This design comes from an exercise in tuning for small area on the open sky130 flow, not from production work.
In this exercise RTL edits were held to simulation tests only and were not proved equivalent to the original.
Power and IR drop assume default switching activity.

==> design/flow/design.v <==
`timescale 1ns / 1ps
package spq_pkg;
    localparam int VALUE_W     = 32;
    localparam int IN_PRIO_W   = 8;
    localparam int TOTAL_W     = 36;
    localparam int COUNT_OUT_W = 5;
    typedef enum logic [2:0] {
        ACT_APPEND = 3'd0,
        ACT_INSERT = 3'd1,
        ACT_REMOVE = 3'd2,
        ACT_CLEAR  = 3'd3,
        ACT_STATUS = 3'd4
    } action_t;
    typedef enum logic [1:0] {
        ST_OK           = 2'd0,
        ST_DROPPED_FULL = 2'd1,
        ST_REMOVE_EMPTY = 2'd2
    } status_t;
    typedef struct packed {
        logic [2:0]                 action;
        logic signed [VALUE_W-1:0]  item_value;
        logic [IN_PRIO_W-1:0]       item_priority;
    } item_t;
    typedef struct packed {
        logic signed [VALUE_W-1:0]  out_value;
        logic                       had_item;
        logic [COUNT_OUT_W-1:0]     entry_count;
        logic signed [TOTAL_W-1:0]  total;
        logic                       is_empty;
        logic                       is_full;
        logic [1:0]                 status;
    } result_t;
    typedef struct packed {
        logic write_en;   
        logic by_prio;    
        logic remove;     
    } cell_ctl_t;
endpackage
`timescale 1ns / 1ps
module spq_cell #(
    parameter int IDX           = 0,
    parameter int PRIORITY_BITS = 8,
    parameter int COUNT_W       = 5
) (
    input  logic                                 clk,
    input  spq_pkg::cell_ctl_t                   ctl,
    input  logic [COUNT_W-1:0]                   count,
    input  logic signed [spq_pkg::VALUE_W-1:0]   new_value,
    input  logic [PRIORITY_BITS-1:0]             new_prio,
    input  logic signed [spq_pkg::VALUE_W-1:0]   left_value,
    input  logic [PRIORITY_BITS-1:0]             left_prio,
    input  logic signed [spq_pkg::VALUE_W-1:0]   right_value,
    input  logic [PRIORITY_BITS-1:0]             right_prio,
    input  logic                                 found_in,
    output logic                                 found_out,
    output logic signed [spq_pkg::VALUE_W-1:0]   value,
    output logic [PRIORITY_BITS-1:0]             prio,
    output logic signed [spq_pkg::VALUE_W-1:0]   value_next
);
    logic signed [spq_pkg::VALUE_W-1:0] value_reg;
    logic [PRIORITY_BITS-1:0]           prio_reg;
    logic [PRIORITY_BITS-1:0]           prio_next;
    logic                               occupied;
    logic                               candidate;
    logic                               hit;
    assign occupied  = count > COUNT_W'(IDX);
    assign candidate = ctl.write_en &&
                       (!occupied || (ctl.by_prio && (prio_reg < new_prio)));
    assign hit       = candidate && !found_in;
    assign found_out = found_in || candidate;
    always_comb
    begin
        value_next = value_reg;
        prio_next  = prio_reg;
        if (ctl.remove)
        begin
            value_next = right_value;
            prio_next  = right_prio;
        end
        else if (found_in && ctl.write_en)
        begin
            value_next = left_value;
            prio_next  = left_prio;
        end
        else if (hit)
        begin
            value_next = new_value;
            prio_next  = new_prio;
        end
    end
    always_ff @(posedge clk)
    begin
        value_reg <= value_next;
        prio_reg  <= prio_next;
    end
    assign value = value_reg;
    assign prio  = prio_reg;
endmodule
`timescale 1ns / 1ps
module stable_priority_queue #(
    parameter int DEPTH         = 16,
    parameter int PRIORITY_BITS = 8
) (
    input  logic             clk,
    input  logic             rst_n,
    input  logic             item_valid,
    output logic             item_stall,
    input  logic [42:0]      item_bits,
    output logic             result_valid,
    input  logic             result_stall,
    output logic [77:0]      result_bits
);
    spq_pkg::item_t                      item;
    spq_pkg::result_t                    result;
    assign item        = item_bits;
    assign result_bits = result;
    localparam int CW = $clog2(DEPTH + 1);
    logic [CW-1:0]                       count_reg;
    logic [CW-1:0]                       count_next;
    logic signed [spq_pkg::TOTAL_W-1:0]  sum_reg;
    logic signed [spq_pkg::TOTAL_W-1:0]  sum_next;
    logic                                result_valid_reg;
    logic                                result_valid_next;
    spq_pkg::result_t                    result_reg;
    spq_pkg::result_t                    result_next;
    logic                                accept;
    logic                                full;
    logic                                empty;
    logic                                add_act;
    logic                                removed;
    logic [1:0]                          status;
    logic [PRIORITY_BITS-1:0]            new_prio;
    spq_pkg::cell_ctl_t                  ctl;
    logic signed [spq_pkg::VALUE_W-1:0]  cell_value [DEPTH];
    logic signed [spq_pkg::VALUE_W-1:0]  cell_value_next [DEPTH];
    logic [PRIORITY_BITS-1:0]            cell_prio [DEPTH];
    logic                                found [DEPTH+1];
    assign item_stall = result_valid_reg && result_stall;
    assign accept     = item_valid && !item_stall;
    assign full     = count_reg == CW'(DEPTH);
    assign empty    = count_reg == '0;
    assign new_prio = PRIORITY_BITS'(item.item_priority);
    assign add_act  = (item.action == spq_pkg::ACT_APPEND) ||
                      (item.action == spq_pkg::ACT_INSERT);
    always_comb
    begin
        ctl.write_en = accept && !full && add_act;
        ctl.by_prio  = item.action == spq_pkg::ACT_INSERT;
        ctl.remove   = accept && !empty && (item.action == spq_pkg::ACT_REMOVE);
    end
    assign removed = ctl.remove;
    always_comb
    begin
        count_next = count_reg;
        sum_next   = sum_reg;
        status     = spq_pkg::ST_OK;
        unique case (item.action)
            spq_pkg::ACT_APPEND, spq_pkg::ACT_INSERT:
            begin
                if (full)
                begin
                    status = spq_pkg::ST_DROPPED_FULL;
                end
                else
                begin
                    count_next = count_reg + 1'b1;
                    sum_next   = sum_reg + spq_pkg::TOTAL_W'(item.item_value);
                end
            end
            spq_pkg::ACT_REMOVE:
            begin
                if (empty)
                begin
                    status = spq_pkg::ST_REMOVE_EMPTY;
                end
                else
                begin
                    count_next = count_reg - 1'b1;
                    sum_next   = sum_reg - spq_pkg::TOTAL_W'(cell_value[0]);
                end
            end
            spq_pkg::ACT_CLEAR:
            begin
                count_next = '0;
                sum_next   = '0;
            end
            default:
            begin
                count_next = count_reg;
            end
        endcase
    end
    always_comb
    begin
        result_next.out_value   = '0;
        result_next.had_item    = 1'b0;
        if (removed)
        begin
            result_next.out_value = cell_value[0];
            result_next.had_item  = 1'b1;
        end
        else if (count_next != '0)
        begin
            result_next.out_value = cell_value_next[0];
            result_next.had_item  = 1'b1;
        end
        result_next.entry_count = spq_pkg::COUNT_OUT_W'(count_next);
        result_next.total       = sum_next;
        result_next.is_empty    = count_next == '0;
        result_next.is_full     = count_next == CW'(DEPTH);
        result_next.status      = status;
    end
    always_comb
    begin
        result_valid_next = result_valid_reg;
        if (accept)
        begin
            result_valid_next = 1'b1;
        end
        else if (!result_stall)
        begin
            result_valid_next = 1'b0;
        end
    end
    always_ff @(posedge clk or negedge rst_n)
    begin
        if (!rst_n)
        begin
            count_reg        <= '0;
            sum_reg          <= '0;
            result_valid_reg <= 1'b0;
        end
        else
        begin
            result_valid_reg <= result_valid_next;
            if (accept)
            begin
                count_reg <= count_next;
                sum_reg   <= sum_next;
            end
        end
    end
    always_ff @(posedge clk)
    begin
        if (accept)
        begin
            result_reg <= result_next;
        end
    end
    assign result_valid = result_valid_reg;
    assign result       = result_reg;
    assign found[0] = 1'b0;
    for (genvar i = 0; i < DEPTH; i++)
    begin : g_cell
        logic signed [spq_pkg::VALUE_W-1:0] left_value;
        logic [PRIORITY_BITS-1:0]           left_prio;
        logic signed [spq_pkg::VALUE_W-1:0] right_value;
        logic [PRIORITY_BITS-1:0]           right_prio;
        if (i == 0)
        begin : g_head
            assign left_value = item.item_value;
            assign left_prio  = new_prio;
        end
        else
        begin : g_body
            assign left_value = cell_value[i-1];
            assign left_prio  = cell_prio[i-1];
        end
        if (i == DEPTH - 1)
        begin : g_tail
            assign right_value = item.item_value;
            assign right_prio  = new_prio;
        end
        else
        begin : g_inner
            assign right_value = cell_value[i+1];
            assign right_prio  = cell_prio[i+1];
        end
        spq_cell #(
            .IDX           (i),
            .PRIORITY_BITS (PRIORITY_BITS),
            .COUNT_W       (CW)
        ) u_cell (
            .clk         (clk),
            .ctl         (ctl),
            .count       (count_reg),
            .new_value   (item.item_value),
            .new_prio    (new_prio),
            .left_value  (left_value),
            .left_prio   (left_prio),
            .right_value (right_value),
            .right_prio  (right_prio),
            .found_in    (found[i]),
            .found_out   (found[i+1]),
            .value       (cell_value[i]),
            .prio        (cell_prio[i]),
            .value_next  (cell_value_next[i])
        );
    end
endmodule
==> design/flow/run.sh <==
#!/bin/bash
# synth_recipe.tcl (not shown) runs the flow's synth.tcl, then flattens the netlist and writes it again
# the make line also repeats each setting of config.mk as NAME=value (left out here)
make -C /OpenROAD-flow-scripts/flow DESIGN_CONFIG=/design/flow/config.mk WORK_HOME=/design/flow/orfs CLKGATE_MAP_FILE= SYNTH_SCRIPT=/design/flow/synth_recipe.tcl finish
==> design/flow/config.mk <==
export PLATFORM = sky130hd
export DESIGN_NAME = stable_priority_queue
export DESIGN_NICKNAME = stable_priority_queue
export VERILOG_FILES = /design/flow/design.v
export SDC_FILE = /design/flow/constraint.sdc
export NUM_CORES = 4
export LEC_CHECK = 0
export CAP_MARGIN = 20
export CORE_MARGIN = 2
export CORE_UTILIZATION = 40
export SLEW_MARGIN = 20
==> design/flow/constraint.sdc <==
create_clock -name core_clock -period 5.0 [get_ports {clk}]
set_input_delay 1.0000 -clock core_clock [delete_from_list [all_inputs] [get_ports {clk}]]
set_output_delay 1.0000 -clock core_clock [all_outputs]
set_load 0.01 [all_outputs]
==> results.txt <==
==> path summary, 6_finish.rpt <==
path | start | endpoint | slack, ns | depth (start not counted)
min in group core_clock | g_cell[1].u_cell.value_reg[27] | g_cell[0].u_cell.value_reg[27] | 0.47 | 2
max in group asynchronous | rst_n | result_valid_reg | 4.01 | 2
min reg2reg | g_cell[1].u_cell.value_reg[27] | g_cell[0].u_cell.value_reg[27] | 0.47 | 2
max reg2reg | sum_reg[0] | result_reg[28] | 0.59 | 14
max | sum_reg[0] | result_reg[28] | 0.59 | 14
min | rst_n | sum_reg[10] | 0.47 | 2
==> logic make-up (layout without fill, tap and decap cells) <==
kind of cell | after synthesis | after routing | share of synthesized area
compound gates | 1260 | 1260 | 0.182
simple gates | 1220 | 1220 | 0.119
flops | 760 | 760 | 0.516
buf+inv | 398 | 538 | 0.0371
mux | 328 | 328 | 0.0775
fa+ha+maj | 190 | 190 | 0.0554
xor+xnor | 60 | 60 | 0.0122
==> power by group <==
group	leakage, nW	switching (mW)	internal [mW]
combinational	10.1	6.61	4.16
sequential	7.31	1.28	9.65
clock	1.28	2.68	3.35
==> metal layers <==
| metal | global-route usage | up-vias | wire, um |
|---|---|---|---|
| met2 | 0.370 | 1342 | 60500 |
| li1 | - | 15830 | - |
| met1 | 0.338 | 16451 | 60200 |
| met4 | 0.0889 | 0 | 4680 |
| met5 | 0 | - | 0 |
| met3 | 0.0359 | 223 | 9770 |
==> critical path, stage by stage (launching register included) <==
cell and delay, ns:
dfrtp_1 0.41, inv_1 0.09, ha_1 0.16, inv_1 0.05, fa_1 0.42, a211oi_1 0.40
o211ai_1 0.34, and3_1 0.28, nor2_1 0.23, o21bai_1 0.18, a311o_1 0.43, a31oi_1 0.25
mux2i_1 0.47, a211oi_1 0.18, a21oi_1 0.29
==> stage by stage <==
step	utilization	worst slack, ns	hold slack [ns]
2_1_floorplan	-	-0.112	0.443
3_3_place_gp	0.438	0.157	0.453
3_5_place_dp	0.438	0.122	0.464
4_1_cts	0.462	0.635	0.458
5_1_grt	0.462	0.443	0.514
6_report	0.462	0.588	0.473
==> cell type report <==
type,instances,area (sq um)
tap,1403,1760
inverter,74,285
sequential,760,22300
multi-input combinational,3058,19500
clock inverter,51,327
clock buffer,106,2290
timing repair buffer,307,3070
fill,9949,57600
==> cells in the final DEF, fill, tap and decap left out, types with 16 or more instances in the layout <==
cell	synthesis	final
nand2_1	852	841
edfxtp_1	686	686
o21ai_0	525	523
mux2i_1	277	277
o211ai_1	252	252
ha_1	188	188
nor2_1	151	146
buf_4	4	145
a21oi_1	134	133
clkdlybuf4s50_1	0	125
clkbuf_16	0	87
inv_1	70	62
a21o_1	55	54
a31oi_1	54	54
nand4_1	52	52
o31ai_1	49	48
xnor2_1	45	45
dfrtp_1	42	42
mux2_1	39	39
nor3_1	37	37
nand2b_1	40	37
buf_12	0	36
a22o_1	35	35
dfxtp_1	32	32
a211oi_1	30	30
clkinv_1	1	21
o21bai_1	20	20
clkinv_2	0	19
o21a_1	16	16
==> results.txt <==
* Result of the run: no timing/DRC/antenna violations
- The setup path with the least slack is of type flip-flop to flip-flop.
* Final Cell Area: 49500 sq um
* Sink count of the clock tree: 760
- Maximum vdd ir drop: 0.354 mV
* Count of cells resized by post-cts repair: 0
* Hold buffer count at cts: 0
* Count of unresolved DRC violations after routing: 0
- Most repeated cell in the gate-level netlist after synthesis: nand2_1
* Total of flip-flops plus latches after synthesis: 760
- Post-detailed-route count of antenna-violating nets: 0
* Yosys top cell by area: edfxtp_1
- Via/cell ratio: 5.88
- Portion of the post-synthesis area used by sequential elements: 0.516
- Number of antenna diodes: 0
- Async S/R FF share, synth: 0.0553
- Clock latency on the worst-skew pair, taken at its later pin, is 0.65 ns.
- Min-Delay Path Class: input port to asynchronous set/reset pin
* Detailed Route Iter0 Violations: 3637
- Minimum period implied by the final worst setup slack: 4.41 ns
* Number of hold-slack violations in the final timing report: 0
- Including well taps, the total number of placed cells is 5602.
- The H-tree was split into 3 levels.
- Io pins: 127
- Clock tree from TritonCTS: yes
- Clk Tree Root Cell: clkbuf_16
- Maximum operating frequency: 0.227 GHz
- Bufs on Longest Clock Path: 3
* Setup repair after global routing missed its margin: no
- Global route overflow: 0
- Category of the worst setup path launch point: flip-flop
- The number of antenna violations at the first check in global routing was 0.
- Power spread over the standard cell area amounts to 560 nW/um^2.
- The Yosys step of the flow raised 22 warnings.
* Relative slew slack: 0.224
* Share of the clock period used by the worst path: 0.882
* Most instantiated flip-flop cell in the synthesis netlist: edfxtp_1
* First-pass GRT wire length: 206000 um
- The die covers 111000 sq um.
* Number of detailed-route iterations in the first pass: 6
- After detailed routing, the average wire length per cell comes to 23.5 um.
- Post-synthesis net count: 4453
* Netlist area before placement: 43200 sq um
* Actual transition at the worst max-transition pin: 1.16 ns
- Final nets: 4522
- Most instantiated cells after synthesis: nand2_1, edfxtp_1, o21ai_0
* Number of violations of the max-capacitance limit: 0
- Starting utilization of the core area: 0.403
* Non-filler cells in the finished layout: 5759
- The area growth from synthesis to layout is 14.6%.
- Buffers on Ports: 126
* Number of flip-flops in the largest register: 512
* Detailed Route WL: 135000 um
- Main area contributors after synthesis: edfxtp_1, nand2_1, mux2i_1
* Final-report max-slew violation count: 0
- After floorplanning, the core was sized to cover 107000 sq um.
* Half-perimeter wire length after placement: 95700 um
- Final setup violation count: 0
- Number of buffers inserted by post-CTS setup repair: 0
* Row count: 120
- Clock-pin slew was measured on the worst setup and hold paths at 0.07 ns.
* Crit Path Max Fanout: 3
- For the worst setup path, the data required time is 5.43 ns.
- Share of Yosys cell area claimed by the top area cell type: 0.477
- Endpoint arrival time on the critical path: 4.85 ns
* Die Width: 332 um
- Entering global routing, the biggest net connects 149 pins.
- Setup total negative slack on the finished layout was measured at 0 ns.
- Summing internal, switching and leakage power gives 27.7 mW.
- Of the cells placed in the final design, the portion with a size suffix greater than 1 is 0.0877.
* Vias in the first global route: 33140
* Standard cell area after detailed placement: 46900 sq um
* RePlAce Congestion: 0.924
- Yosys mapped the design onto 79 distinct sky130hd cell types.
- Post-route clock skew: 0.0245 ns
- The synthesized design contains 686 enable-type register cells.
* Height of the die: 332 um
- Kind of capture point of the worst setup path: flip-flop
- Across every metal layer, demand over resource in global routing totals 0.239.
- Leakage: 18.7 nW
- The cell count after synthesis came out at 4216.
- Mean instance size in the synthesized netlist: 10.2 sq um
* Routed vias: 33846
- CTS Buf Count: 84

-- port drivers added, routing unchanged --
The results above use ideal ports. As a check the final layout listed here was re-extracted and re-timed, cells and wires unchanged. Step 1 sets driving cells, clkbuf_16 on the clock port and buf_2 on the other inputs (assumed; they add their load-dependent delay and slew). Step 2 times the ports against the registers' clock, not the clock port: input delays grow and output delays shrink by t, the midpoint of the rising clock arrivals with the driver on. Three values: no drivers, after step 1, after step 2; two values: the first two.
t (ns): 0.713
setup WS [ns]: 0.588 / 0.588 / 0.112
pins driven straight from the clock port: 1
After both steps this run still meets setup and hold. The setup slack of this run moves by 0.000 ns with the drivers and by -0.476 ns with both steps.
